From an optimization exercise on the open Yosys and OpenROAD flow, aimed at small area and a short achievable clock period; shortcuts taken in it are not production practice. In this exercise RTL edits were held to simulation tests only and were not proved equivalent to the original. No activity file was given, so power comes from the tool's default toggle rates.

== v43 ==
Design ldpc_check_node, start of the top module:
module ldpc_check_node (
    input  wire logic        i_clock,
    input  wire logic        i_reset,
    input  wire logic [47:0] i_row,
    input  wire logic        i_valid,
    output      logic [47:0] o_row,
    output      logic        o_valid,
    input  wire logic [31:0] s_axil_awaddr,
    input  wire logic        s_axil_awvalid,
    output      logic        s_axil_awready,
    input  wire logic [31:0] s_axil_wdata,
    input  wire logic [3:0]  s_axil_wstrb,
    input  wire logic        s_axil_wvalid,
    output      logic        s_axil_wready,
    output      logic        s_axil_bvalid,
    output      logic [1:0]  s_axil_bresp,
    input  wire logic        s_axil_bready,
    input  wire logic [31:0] s_axil_araddr,
    input  wire logic        s_axil_arvalid,
    output      logic        s_axil_arready,
    output      logic        s_axil_rvalid,
  ...
For scale: ~250 I/O pins.
Settings: LEC_CHECK=0, ABC_AREA=1, CAP_MARGIN=20, CORE_MARGIN=2, CORE_UTILIZATION=55, CTS_BUF_LIST=sky130_fd_sc_hd__clkbuf_8, CTS_CLUSTER_DIAMETER=60, CTS_CLUSTER_SIZE=16, SETUP_SLACK_MARGIN=2.1, SLEW_MARGIN=20; clock period 4.0 ns.
standard.sh (not shown) runs the stock make flow with config.mk's settings and CLKGATE_MAP_FILE= SYNTH_SCRIPT=/design/flow/synth_recipe.tcl, a recipe that flattens the netlist after the stock synthesis.
==> flow/flow/run.sh <==
#!/bin/bash
# Standard layout (the standard.sh, all of ORFS's output in standard.log) with:
#  - the standard flow's synthesis script, ABC mapping with flow/abc_map.script (flow/synth.tcl),
#  - plain buf_1 cells on the ports instead of the clkdlybuf4s50 delay cell that
#    buffer_ports picks by default (the resizer upsizes them where timing needs it),
#  - CTS without dummy loads.
export FLOW_ABC_SCRIPT=$PWD/flow/abc_map.script
export FLOW_SYNTH_TCL=$PWD/synth_recipe.tcl
export BUFFER_PORTS_ARGS="-buffer_cell sky130_fd_sc_hd__buf_1"
export CTS_ARGS="-sink_clustering_enable -repair_clock_nets -sink_clustering_size 16 -sink_clustering_max_diameter 60 -buf_list sky130_fd_sc_hd__clkbuf_8 -dont_use_dummy_load"
bash standard.sh SYNTH_SCRIPT=$PWD/flow/synth.tcl finish > standard.log 2>&1
==> flow/flow/abc_map.script <==
strash
dch
map
topo
stime -c
buffer -c
upsize -c
dnsize -c
==> flow/flow/synth.tcl <==
# The standard flow's synthesis script (synth_recipe.tcl, sourced unchanged) with one
# change: ABC maps the logic with abc_map.script (plain "map", which keeps
# the delay-oriented mapping of ORFS's area script without its -B 0.9 bias)
proc abc {args} {
  set i [lsearch $args -script]
  if {$i >= 0} {
    set args [lreplace $args [expr {$i + 1}] [expr {$i + 1}] $::env(FLOW_ABC_SCRIPT)]
  }
  puts "abc with $::env(FLOW_ABC_SCRIPT)"
  yosys abc {*}$args
}
source $::env(FLOW_SYNTH_TCL)
v43 reached the end of the flow, and the finished layout is clean on the timing, design-rule and antenna checks.
Inputs modified between v43 and v59:
diff --git a/flow/flow/run.sh b/flow/flow/run.sh
--- a/flow/flow/run.sh
+++ b/flow/flow/run.sh
@@ -3 +2,0 @@
-#  - the standard flow's synthesis script, ABC mapping with flow/abc_map.script (flow/synth.tcl),
@@ -7,2 +5,0 @@
-export FLOW_ABC_SCRIPT=$PWD/flow/abc_map.script
-export FLOW_SYNTH_TCL=$PWD/synth_recipe.tcl
@@ -11 +8 @@
-bash standard.sh SYNTH_SCRIPT=$PWD/flow/synth.tcl finish > standard.log 2>&1
+bash standard.sh > standard.log 2>&1
removed: flow/flow/abc_map.script
removed: flow/flow/synth.tcl
## What came out
Measured against each other, v43 and v59 differ in utilization, the higher figure coming from v43.
Measured against each other, v43 and v59 differ in portion of total power attributed to the clock network, the lower figure coming from v59.
NOTE detailed-route wire length v43->v59 decreased by a few percent
[inputs] v7 vs v59
diff --git a/flow/flow/run.sh b/flow/flow/run.sh
--- a/flow/flow/run.sh
+++ b/flow/flow/run.sh
@@ -2,0 +3 @@
+#  - the standard flow's synthesis script, ABC mapping with flow/abc_map.script (flow/synth.tcl),
@@ -5,0 +7,2 @@
+export FLOW_ABC_SCRIPT=$PWD/flow/abc_map.script
+export FLOW_SYNTH_TCL=$PWD/synth_recipe.tcl
@@ -8 +11 @@
-bash standard.sh > standard.log 2>&1
+bash standard.sh SYNTH_SCRIPT=$PWD/flow/synth.tcl finish > standard.log 2>&1
==> flow/flow/abc_map.script (new file) <==
strash
&get -n
&dch
&nf
&put
topo
stime -c
buffer -c
upsize -c
dnsize -c
==> flow/flow/synth.tcl (new file) <==
# The standard flow's synthesis script (synth_recipe.tcl, sourced unchanged) with one
# change: ABC maps the logic with abc_map.script (plain "map", which keeps
# the delay-oriented mapping of ORFS's area script without its -B 0.9 bias)
proc abc {args} {
  set i [lsearch $args -script]
  if {$i >= 0} {
    set args [lreplace $args [expr {$i + 1}] [expr {$i + 1}] $::env(FLOW_ABC_SCRIPT)]
  }
  puts "abc with $::env(FLOW_ABC_SCRIPT)"
  yosys abc {*}$args
}
source $::env(FLOW_SYNTH_TCL)
--- outcome ---
v59 reports its most common library cell in the layout ignoring fill and taps as nand2_1 while v7 reports buf_1.
Cmp v7 vs v59: sequential share of layout area higher in v7
v7 can be clocked slower than v59.
Compared with v59, v7 is the less power-hungry design.
Total via count in the routed design: higher on v59
Die area for v7: about 11% down relative to v59
Sort v7 and v59 by post-CTS setup buffer count desc -> top: v7
v59 reports its library cell contributing the largest single delay on the critical path as edfxtp_1 while v7 reports dfxtp_4.
Delta (v7 minus v59): synthesized cell count dropped 34%, net switching power figure dropped 16%.
[inputs] v25 vs v7
==> flow/flow/abc_map.script <==
strash
ifraig
dch -f
map
topo
stime -c
buffer -c
upsize -c
dnsize -c
diff --git a/flow/flow/synth.tcl b/flow/flow/synth.tcl
--- a/flow/flow/synth.tcl
+++ b/flow/flow/synth.tcl
@@ -2,2 +2,4 @@
-# change: ABC maps the logic with abc_map.script (plain "map", which keeps
-# the delay-oriented mapping of ORFS's area script without its -B 0.9 bias)
+# change: ABC maps the logic with abc_map.script (fraig, then the classic
+# "map" mapper, with the same sizing steps as ORFS's own scripts) instead of
+# ORFS's abc_area.script, which maps with "map -B 0.9". Registers are mapped
+# before ABC runs and are untouched by it.
v25 has completed all stages; timing, DRC and antenna checks passed.
From v7 to v25 the numbers moved as follows: number of non-clock inverters rose by about 200%; clock network fraction of total power rose by 2.2 points; number of instances in the placed design rose by 497.
Comparing v25 and v7, the lower sequential fraction of design power is on v7.
| total vias in the final route | v25 vs v7 | 2451 higher |
Going from v7 to v25, area growth from synthesis to layout shrinks by 12 points.
v25 vs v7: synthesized area up by a little under 10%
Combinational share of power in v25 is 4.6 points lower than in v7
When v25 is measured against v7, its adder-cell area share of the yosys netlist turns out 1.2 points lower.
Against v7 as the reference, v25 delivers a higher wire length.
Edits applied to the flow inputs when going from v25 to v45:
- SETUP_SLACK_MARGIN now 2.0, was 2.1
diff --git a/flow/flow/run.sh b/flow/flow/run.sh
--- a/flow/flow/run.sh
+++ b/flow/flow/run.sh
@@ -3 +2,0 @@
-#  - the standard flow's synthesis script, ABC mapping with flow/abc_map.script (flow/synth.tcl),
@@ -7,2 +5,0 @@
-export FLOW_ABC_SCRIPT=$PWD/flow/abc_map.script
-export FLOW_SYNTH_TCL=$PWD/synth_recipe.tcl
@@ -11 +8 @@
-bash standard.sh SYNTH_SCRIPT=$PWD/flow/synth.tcl finish > standard.log 2>&1
+bash standard.sh > standard.log 2>&1
removed: flow/flow/abc_map.script
removed: flow/flow/synth.tcl
==> notes.md <==
On final cell count: between v25 and v45, it ends up lower for v25.
On area of the core region, v25 beats v45.
Summary: with v25 as the reference, cell area reported after detailed placement in v45 moved up by a few percent.
Clock network power delta (v45 -> v25): insignificant
Summary of the comparison: design area is higher in v45, relative to v25.
Going from v25 to v45, share of power burned in the clock network moved down, sequential fraction of the synthesis area went down by 2.0 points, post-synthesis async set-or-reset flop share flat, net switching power has increased.
Setup changes, v45 to v37
- SETUP_SLACK_MARGIN: 2.0 -> 2.1
diff --git a/flow/flow/run.sh b/flow/flow/run.sh
--- a/flow/flow/run.sh
+++ b/flow/flow/run.sh
@@ -2,0 +3 @@
+#  - the standard flow's synthesis script, ABC mapping with flow/abc_map.script (flow/synth.tcl),
@@ -5,0 +7,2 @@
+export FLOW_ABC_SCRIPT=$PWD/flow/abc_map.script
+export FLOW_SYNTH_TCL=$PWD/synth_recipe.tcl
@@ -8 +11 @@
-bash standard.sh > standard.log 2>&1
+bash standard.sh SYNTH_SCRIPT=$PWD/flow/synth.tcl finish > standard.log 2>&1
==> flow/flow/abc_map.script (new file) <==
strash
ifraig
dc2
dch -f
map
topo
stime -c
buffer -c
upsize -c
dnsize -c
==> flow/flow/synth.tcl (new file) <==
# The standard flow's synthesis script (synth_recipe.tcl, sourced unchanged) with one
# change: ABC maps the logic with abc_map.script (fraig and dc2, then the classic
# "map" mapper, with the same sizing steps as ORFS's own scripts) instead of
# ORFS's abc_area.script, which maps with "map -B 0.9". Registers are mapped
# before ABC runs and are untouched by it.
proc abc {args} {
  set i [lsearch $args -script]
  if {$i >= 0} {
    set args [lreplace $args [expr {$i + 1}] [expr {$i + 1}] $::env(FLOW_ABC_SCRIPT)]
  }
  puts "abc with $::env(FLOW_ABC_SCRIPT)"
  yosys abc {*}$args
}
source $::env(FLOW_SYNTH_TCL)
==> notes.md <==
STATUS fmax: v37 wins against v45
Worst setup slack: v37 vs v45 up 0.043 ns
Lower register-to-register slack goes to v45 over v37.
v37 vs. v45: relative slew slack rose by 12 points; hold slack stayed essentially flat; proportion of power drawn by combinational gates fell by 3.3 points.
v45 reports its category of the most critical setup path as reg -> reg while v37 reports in -> reg.

========
Setup of try-pepper:
ldpc_check_node, a different RTL version from the one above (not shown whole).
Size: ~1300 cells after synthesis, roughly 250 flip-flops.
Settings: LEC_CHECK=0, CAP_MARGIN=20, CORE_MARGIN=2, CORE_UTILIZATION=40, CTS_CLUSTER_DIAMETER=80, CTS_CLUSTER_SIZE=24, SETUP_SLACK_MARGIN=2.1, SLEW_MARGIN=20; clock period 4.0 ns.
==> flow/flow/run.sh <==
#!/bin/bash
# Standard layout, with plain buffers on the ports instead of the delay cell
# that buffer_ports picks by default.
export BUFFER_PORTS_ARGS="-buffer_cell sky130_fd_sc_hd__buf_1"
bash standard.sh > standard.log 2>&1
In summary, try-pepper completed successfully, with a layout that passed the timing, design-rule and antenna checks.
## Diff of input files: try-yarrow against try-pepper
- a change of CTS_CLUSTER_DIAMETER from 80 to 60
- an added CTS_BUF_LIST of sky130_fd_sc_hd__clkbuf_8
- a change of CORE_UTILIZATION from 40 to 55
- an added ABC_AREA of 1
- a change of CTS_CLUSTER_SIZE from 24 to 16
- a change of SETUP_SLACK_MARGIN from 2.1 to 1.8
[summary]
- Re share of the final layout cell area in multi-input gates: try-pepper and try-yarrow aren't equal, and the lower value belongs to try-yarrow.
- Relative to try-pepper, the maximum number of pins on one net before global-route repair measured on try-yarrow has decreased by more than 10%.
- try-yarrow against try-pepper; amount of wire on met3 after detailed routing is down slightly.
- When the final numbers for try-pepper and try-yarrow were put side by side, the post-layout worst setup margin turned out to be greater in try-yarrow.
- Cmp try-yarrow vs try-pepper: critical path depth lower in try-yarrow
- Looking at routed wire length across try-pepper and try-yarrow, the one that comes out higher is try-pepper.
diff inputs: try-yarrow => try-cedar
- clearing SETUP_SLACK_MARGIN, which used to be 1.8
[summary]
Sequential share of layout area (try-cedar over try-yarrow): increase, 0.20 points
From try-yarrow to try-cedar the numbers moved as follows: part of the power in the clock network shows no meaningful change; worst setup margin shows a reduction of 0.26 ns; final-stage net count shows no meaningful change; final instance area shows a reduction of about 0.6%.

========
== v15 ==
The RTL this note starts from:
==> flow/design.v <==
`default_nettype none
package ldpc_types_pkg;
    typedef logic signed [8-1:0] llr_t;
    typedef logic [8-1:0] mag_t;
    typedef logic [6-1:0] loc_t;
    typedef struct packed {
        llr_t a0;
        llr_t a1;
        llr_t a2;
        llr_t a3;
        llr_t a4;
        llr_t a5;
    } llr_row_t;
    typedef mag_t [7:0] mag_vec_t;
endpackage
`default_nettype wire
`default_nettype none
package ldpc_axil_pkg;
    typedef logic [31:0] axil_addr_t;
    typedef logic [31:0] axil_data_t;
    typedef logic [1:0]  axil_resp_t;
    localparam axil_resp_t AXIL_OKAY   = 2'd0;
    localparam axil_resp_t AXIL_SLVERR = 2'd2;
    typedef struct packed {
        axil_addr_t awaddr;
        logic       awvalid;
        axil_data_t wdata;
        logic [3:0] wstrb;
        logic       wvalid;
        logic       bready;
        axil_addr_t araddr;
        logic       arvalid;
        logic       rready;
    } axil_req_t;
    typedef struct packed {
        logic       awready;
        logic       wready;
        logic       bvalid;
        axil_resp_t bresp;
        logic       arready;
        logic       rvalid;
        axil_data_t rdata;
        axil_resp_t rresp;
    } axil_rsp_t;
endpackage
`default_nettype wire
`timescale 1ns/10ps
`default_nettype none
module ldpc_minsigner (
    input  wire logic        i_clock,
    input  wire logic        i_reset,
    input  wire logic [47:0] i_row,
    input  wire logic        i_valid,
    input  wire logic [8:0]  i_neg_offset,
    output      logic [47:0] o_row,
    output      logic        o_valid
);
function automatic less8(input [7:0] a, input [7:0] b);
    less8 = 1'b0;
    for (int i = 0; i < 8; i++) begin
        less8 = (~a[i] & b[i]) | ((~a[i] | b[i]) & less8);
    end
endfunction
logic [7:0]  key_in [6];
logic        lt_in  [6][6];    
always_comb begin
    for (int i = 0; i < 6; i++) begin
        key_in[i] = {i_row[(5-i)*8 +: 7] ^ {7{i_row[(5-i)*8+7]}}, i_row[(5-i)*8+7]};
    end
    for (int j = 0; j < 6; j++) begin
        for (int k = 0; k < 6; k++) begin
            lt_in[j][k] = (j > k) ? less8(key_in[j], key_in[k]) : 1'b0;
        end
    end
end
logic [7:0]  key_s1 [6];
logic        lt_s1  [6][6];
always_ff @(posedge i_clock) begin
    for (int i = 0; i < 6; i++) begin
        key_s1[i] <= key_in[i];
    end
    for (int j = 1; j < 6; j++) begin
        for (int k = 0; k < j; k++) begin
            lt_s1[j][k] <= lt_in[j][k];
        end
    end
end
logic [5:0]  beats  [6];
logic [5:0]  is_min;
logic [5:0]  is_sec;
logic [7:0]  min1_key;
logic [7:0]  min2_key;
logic        parity;
always_comb begin
    for (int j = 0; j < 6; j++) begin
        for (int k = 0; k < 6; k++) begin
            if (j == k)     beats[j][k] = 1'b1;
            else if (j > k) beats[j][k] = lt_s1[j][k];
            else            beats[j][k] = ~lt_s1[k][j];
        end
    end
    for (int j = 0; j < 6; j++) begin
        is_min[j] = &beats[j];
        is_sec[j] = 1'b0;
        for (int k = 0; k < 6; k++) begin
            if (k != j) begin
                is_sec[j] = is_sec[j] | (&(beats[j] | (6'b1 << k)) & ~beats[j][k]);
            end
        end
    end
    min1_key = '0;
    min2_key = '0;
    parity   = 1'b0;
    for (int j = 0; j < 6; j++) begin
        min1_key = min1_key | ({8{is_min[j]}} & key_s1[j]);
        min2_key = min2_key | ({8{is_sec[j]}} & key_s1[j]);
        parity   = parity ^ key_s1[j][0];
    end
end
logic [7:0]  key1_s2;
logic [7:0]  key2_s2;
logic [5:0]  loc_s2;
logic [5:0]  sign_s2;
always_ff @(posedge i_clock) begin
    key1_s2 <= min1_key;
    key2_s2 <= min2_key;
    loc_s2  <= is_min;
    for (int i = 0; i < 6; i++) begin
        sign_s2[i] <= parity ^ key_s1[i][0];
    end
end
logic [8:0]  dif1;
logic [8:0]  dif2;
logic [7:0]  cor1_s3;
logic [7:0]  cor2_s3;
logic [5:0]  loc_s3;
logic [5:0]  sign_s3;
always_comb begin
    dif1 = {2'b0, key1_s2[7:1]} + i_neg_offset + {8'b0, key1_s2[0]};
    dif2 = {2'b0, key2_s2[7:1]} + i_neg_offset + {8'b0, key2_s2[0]};
end
always_ff @(posedge i_clock) begin
    cor1_s3 <= dif1[8] ? 8'd0 : dif1[7:0];
    cor2_s3 <= dif2[8] ? 8'd0 : dif2[7:0];
    loc_s3  <= loc_s2;
    sign_s3 <= sign_s2;
end
logic [7:0]  neg1;
logic [7:0]  neg2;
logic [47:0] row_out;
always_comb begin
    neg1 = -cor1_s3;
    neg2 = -cor2_s3;
    for (int i = 0; i < 6; i++) begin
        row_out[(5-i)*8 +: 8] = loc_s3[i] ? (sign_s3[i] ? neg2 : cor2_s3)
                                          : (sign_s3[i] ? neg1 : cor1_s3);
    end
end
always_ff @(posedge i_clock) begin
    o_row <= row_out;
end
logic [2:0]  valid_sr;
always_ff @(posedge i_clock) begin
    if (i_reset) begin
        valid_sr <= '0;
        o_valid  <= 1'b0;
    end else begin
        valid_sr <= {valid_sr[1:0], i_valid};
        o_valid  <= valid_sr[2];
    end
end
endmodule
`default_nettype wire
`timescale 1ns/10ps
`default_nettype none
module ldpc_ctrl_regs (
    input  wire logic        i_clock,
    input  wire logic        i_reset,
    input  wire logic [31:0] i_awaddr,
    input  wire logic        i_awvalid,
    output      logic        o_awready,
    input  wire logic [31:0] i_wdata,
    input  wire logic [3:0]  i_wstrb,
    input  wire logic        i_wvalid,
    output      logic        o_wready,
    output      logic        o_bvalid,
    output      logic [1:0]  o_bresp,
    input  wire logic        i_bready,
    input  wire logic [31:0] i_araddr,
    input  wire logic        i_arvalid,
    output      logic        o_arready,
    output      logic        o_rvalid,
    output      logic [31:0] o_rdata,
    output      logic [1:0]  o_rresp,
    input  wire logic        i_rready,
    input  wire logic        i_row_done,
    output      logic [8:0]  o_neg_offset
);
logic        aw_ready;
logic        ar_ready;
logic        b_valid;
logic        r_valid;
logic        b_err;
logic        r_err;
logic [31:0] r_data;
logic [31:0] row_count;
logic [7:0]  neg_offset;     
logic [7:0]  wr_neg;
assign wr_neg = -i_wdata[7:0];
always_ff @(posedge i_clock) begin
    if (i_reset) begin
        aw_ready <= 1'b0;
        b_valid  <= 1'b0;
        neg_offset <= '0;
    end else begin
        aw_ready <= 1'b0;
        if (aw_ready) begin
            b_valid <= 1'b1;
            if (i_awaddr == 32'h0000_0000 && i_wstrb[0]) begin
                neg_offset <= wr_neg;
            end
        end else if (b_valid) begin
            if (i_bready) begin
                b_valid <= 1'b0;
            end
        end else if (i_awvalid && i_wvalid) begin
            aw_ready <= 1'b1;
        end
    end
end
always_ff @(posedge i_clock) begin
    if (aw_ready) begin
        b_err <= i_awaddr != 32'h0000_0000;
    end
end
always_ff @(posedge i_clock) begin
    if (i_reset) begin
        ar_ready <= 1'b0;
        r_valid  <= 1'b0;
    end else begin
        ar_ready <= 1'b0;
        if (ar_ready) begin
            r_valid <= 1'b1;
        end else if (r_valid) begin
            if (i_rready) begin
                r_valid <= 1'b0;
            end
        end else if (i_arvalid) begin
            ar_ready <= 1'b1;
        end
    end
end
always_ff @(posedge i_clock) begin
    if (ar_ready) begin
        r_err <= 1'b0;
        case (i_araddr)
            32'h0000_0000: r_data <= {24'b0, -neg_offset};
            32'h0000_0004:   r_data <= row_count;
            default: begin
                r_data <= '0;
                r_err  <= 1'b1;
            end
        endcase
    end
end
always_ff @(posedge i_clock) begin
    if (i_reset) begin
        row_count <= '0;
    end else if (i_row_done) begin
        row_count <= row_count + 1'b1;
    end
end
assign o_awready = aw_ready;
assign o_wready  = aw_ready;
assign o_bvalid  = b_valid;
assign o_bresp   = {b_err, 1'b0};
assign o_arready = ar_ready;
assign o_rvalid  = r_valid;
assign o_rdata   = r_data;
assign o_rresp   = {r_err, 1'b0};
assign o_neg_offset = {|neg_offset, neg_offset};
endmodule
`default_nettype wire
`timescale 1ns/10ps
`default_nettype none
module ldpc_check_node (
    input  wire logic        i_clock,
    input  wire logic        i_reset,
    input  wire logic [47:0] i_row,
    input  wire logic        i_valid,
    output      logic [47:0] o_row,
    output      logic        o_valid,
    input  wire logic [31:0] s_axil_awaddr,
    input  wire logic        s_axil_awvalid,
    output      logic        s_axil_awready,
    input  wire logic [31:0] s_axil_wdata,
    input  wire logic [3:0]  s_axil_wstrb,
    input  wire logic        s_axil_wvalid,
    output      logic        s_axil_wready,
    output      logic        s_axil_bvalid,
    output      logic [1:0]  s_axil_bresp,
    input  wire logic        s_axil_bready,
    input  wire logic [31:0] s_axil_araddr,
    input  wire logic        s_axil_arvalid,
    output      logic        s_axil_arready,
    output      logic        s_axil_rvalid,
    output      logic [31:0] s_axil_rdata,
    output      logic [1:0]  s_axil_rresp,
    input  wire logic        s_axil_rready
);
logic [8:0] neg_offset;
ldpc_ctrl_regs u_ctrl_regs (
    .i_clock    (i_clock),
    .i_reset    (i_reset),
    .i_awaddr   (s_axil_awaddr),
    .i_awvalid  (s_axil_awvalid),
    .o_awready  (s_axil_awready),
    .i_wdata    (s_axil_wdata),
    .i_wstrb    (s_axil_wstrb),
    .i_wvalid   (s_axil_wvalid),
    .o_wready   (s_axil_wready),
    .o_bvalid   (s_axil_bvalid),
    .o_bresp    (s_axil_bresp),
    .i_bready   (s_axil_bready),
    .i_araddr   (s_axil_araddr),
    .i_arvalid  (s_axil_arvalid),
    .o_arready  (s_axil_arready),
    .o_rvalid   (s_axil_rvalid),
    .o_rdata    (s_axil_rdata),
    .o_rresp    (s_axil_rresp),
    .i_rready   (s_axil_rready),
    .i_row_done (o_valid),
    .o_neg_offset (neg_offset)
);
ldpc_minsigner u_minsigner (
    .i_clock  (i_clock),
    .i_reset  (i_reset),
    .i_row    (i_row),
    .i_valid  (i_valid),
    .i_neg_offset (neg_offset),
    .o_row    (o_row),
    .o_valid  (o_valid)
);
endmodule
`default_nettype wire
Settings: LEC_CHECK=0, CAP_MARGIN=20, CORE_MARGIN=2, CORE_UTILIZATION=55, CTS_BUF_LIST=sky130_fd_sc_hd__clkbuf_8, CTS_CLUSTER_DIAMETER=60, CTS_CLUSTER_SIZE=16, SETUP_SLACK_MARGIN=2.3, SLEW_MARGIN=20; clock period 4.0 ns.
Scripts as last shown in full above: flow/flow/run.sh
v15 ended with every stage complete and zero timing, DRC or antenna violations.
#### Input delta (v35 over v15)
- ABC_AREA newly set to 1
## What came out
Between v15 and v35, the flow reports area used by sequential logic in the layout decreasing slightly. Of v35 and v15, the run reporting the higher cell area after layout was v15. As of v35, non-filler instance count after layout had risen by more than a quarter compared to v15. Die outline height of v35 exceeds that of v15 by a few percent. v35 vs v15, data arrival time at the worst-slack endpoint went down by 0.31 ns. v35 vs v15, data required time of the critical path went up by 0.05 ns. In the tables for v35 and v15, power share of the combinational group reads lower with v35. NOTE horizontal extent of the die v15->v35 increased by a few percent. v35 went all the way through the flow, and no timing, DRC or antenna check failed.
## Diff of input files: v36 against v35
- changing SETUP_SLACK_MARGIN from 2.3 to 1.9
- removing ABC_AREA (formerly 1)
- removing CTS_CLUSTER_DIAMETER (formerly 60)
- changing CORE_UTILIZATION from 55 to 40
- removing CTS_BUF_LIST (formerly sky130_fd_sc_hd__clkbuf_8)
- removing CTS_CLUSTER_SIZE (formerly 16)
==> flow/flow/run.sh <==
#!/bin/bash
# Standard layout, with plain buffers on the ports instead of the delay cell
# that buffer_ports picks by default.
export BUFFER_PORTS_ARGS="-buffer_cell sky130_fd_sc_hd__buf_2"
bash standard.sh > standard.log 2>&1
- A end point of the critical path of u_minsigner.cor2_s3[0]$_SDFF_PP0_ is what v35 shows, while u_minsigner.lt_s1[6]$_DFF_P_ belongs to v36.
- Compared with v35, in v36 combined buffer and inverter count along the critical path down 5, combinational share of power fell 7.3 points, final critical path time including I/O delays and setup picked up an extra 0.29 ns, data-path buffer share of cell area in the final layout +2.0 points.
- The power of v36 exceeds that of v35 by about 9%.
- Maximum frequency from static timing analysis (v36 over v35): decrease, about 13%
- Synthesized instance count (v36 over v35): decrease, 563
- NOTE setup fix buffers added after clock tree synthesis v35->v36 increased by more than a quarter
- Cmp v35 and v36 / final cell count / higher: v35
#### Input delta (v40 over v36)
- changing CORE_UTILIZATION from 40 to 55
- setting CTS_BUF_LIST to sky130_fd_sc_hd__clkbuf_8 for the first time
- setting CTS_CLUSTER_DIAMETER to 60 for the first time
- setting CTS_CLUSTER_SIZE to 16 for the first time
==> flow/flow/run.sh <==
#!/bin/bash
# Standard layout, with plain buffers on the ports instead of the delay cell
# that buffer_ports picks by default.
export BUFFER_PORTS_ARGS="-buffer_cell sky130_fd_sc_hd__buf_1"
bash standard.sh > standard.log 2>&1
==> notes.md <==
Portion of the clock cycle consumed by the worst path in the final layout essentially unchanged between v36 and v40. Run comparison: v36 category of the most critical setup path input pin to flip-flop; v40 category of the most critical setup path flip-flop to flip-flop. | utilization after layout | v40 vs v36 | 15 points higher |. v40 improves on v36 in via count of the routed design. Delta (v40 minus v36): worst path setup slack after routing went down; proportion of final cell area spent on non-clock buffers now smaller. Internal power consumption (v40 / v36): 0.827. In v40 the count of placed standard cells including taps turned out 99 lower than in v36. Cmp v40 vs v36: path length in cells of the critical path higher in v40.

## afterwards: timing with drivers on the ports
In the flow no input, the clock included, has a driving cell. The finished layouts below were timed again as built, in two steps.
Step 1 (the two cells are an assumption about what drives the block):
set clk [get_ports {i_clock}]
set_driving_cell -lib_cell sky130_fd_sc_hd__clkbuf_16 $clk
set_driving_cell -lib_cell sky130_fd_sc_hd__buf_2 [delete_from_list [all_inputs] $clk]
Step 2 times the ports against the registers' clock, not the clock port: input delays grow and output delays shrink by t, the midpoint of the rising clock arrivals with the driver on.
Slacks: ideal ports / drivers / drivers and shift; pairs: ideal ports / drivers.
run	shift t [ns]	slack for setup (ns)	worst setup path at the end	clock arrival spread, ns
v43	0.555	2.064 / 2.020 / 1.573	input to register	0.080 / 0.080
v59	0.571	2.131 / 2.084 / 1.611	input to register	0.046 / 0.046
v7	0.546	2.031 / 2.031 / 1.527	input to register	0.063 / 0.063
v25	0.564	2.119 / 2.076 / 1.582	input to register	0.031 / 0.032
v45	0.569	2.065 / 2.049 / 1.563	input to register	0.037 / 0.037
v37	0.562	2.108 / 2.083 / 1.543	input to register	0.047 / 0.047
try-pepper	0.523	1.737 / 1.716 / 1.193	input to register	0.019 / 0.018
try-yarrow	0.552	1.942 / 1.911 / 1.406	input to register	0.024 / 0.024
try-cedar	0.550	1.684 / 1.692 / 1.141	input to register	0.025 / 0.025
v15	0.548	1.746 / 1.746 / 1.227	input to register	0.022 / 0.021
v35	0.578	2.106 / 2.084 / 1.784	input to register	0.017 / 0.016
v36	0.556	1.817 / 1.712 / 1.155	input to register	0.011 / 0.011
v40	0.552	1.813 / 1.800 / 1.248	input to register	0.019 / 0.019
After both steps every run listed still meets setup and hold. For v36, which loses most, drivers alone change the setup slack by -0.105 ns; drivers and shift together by -0.662 ns.
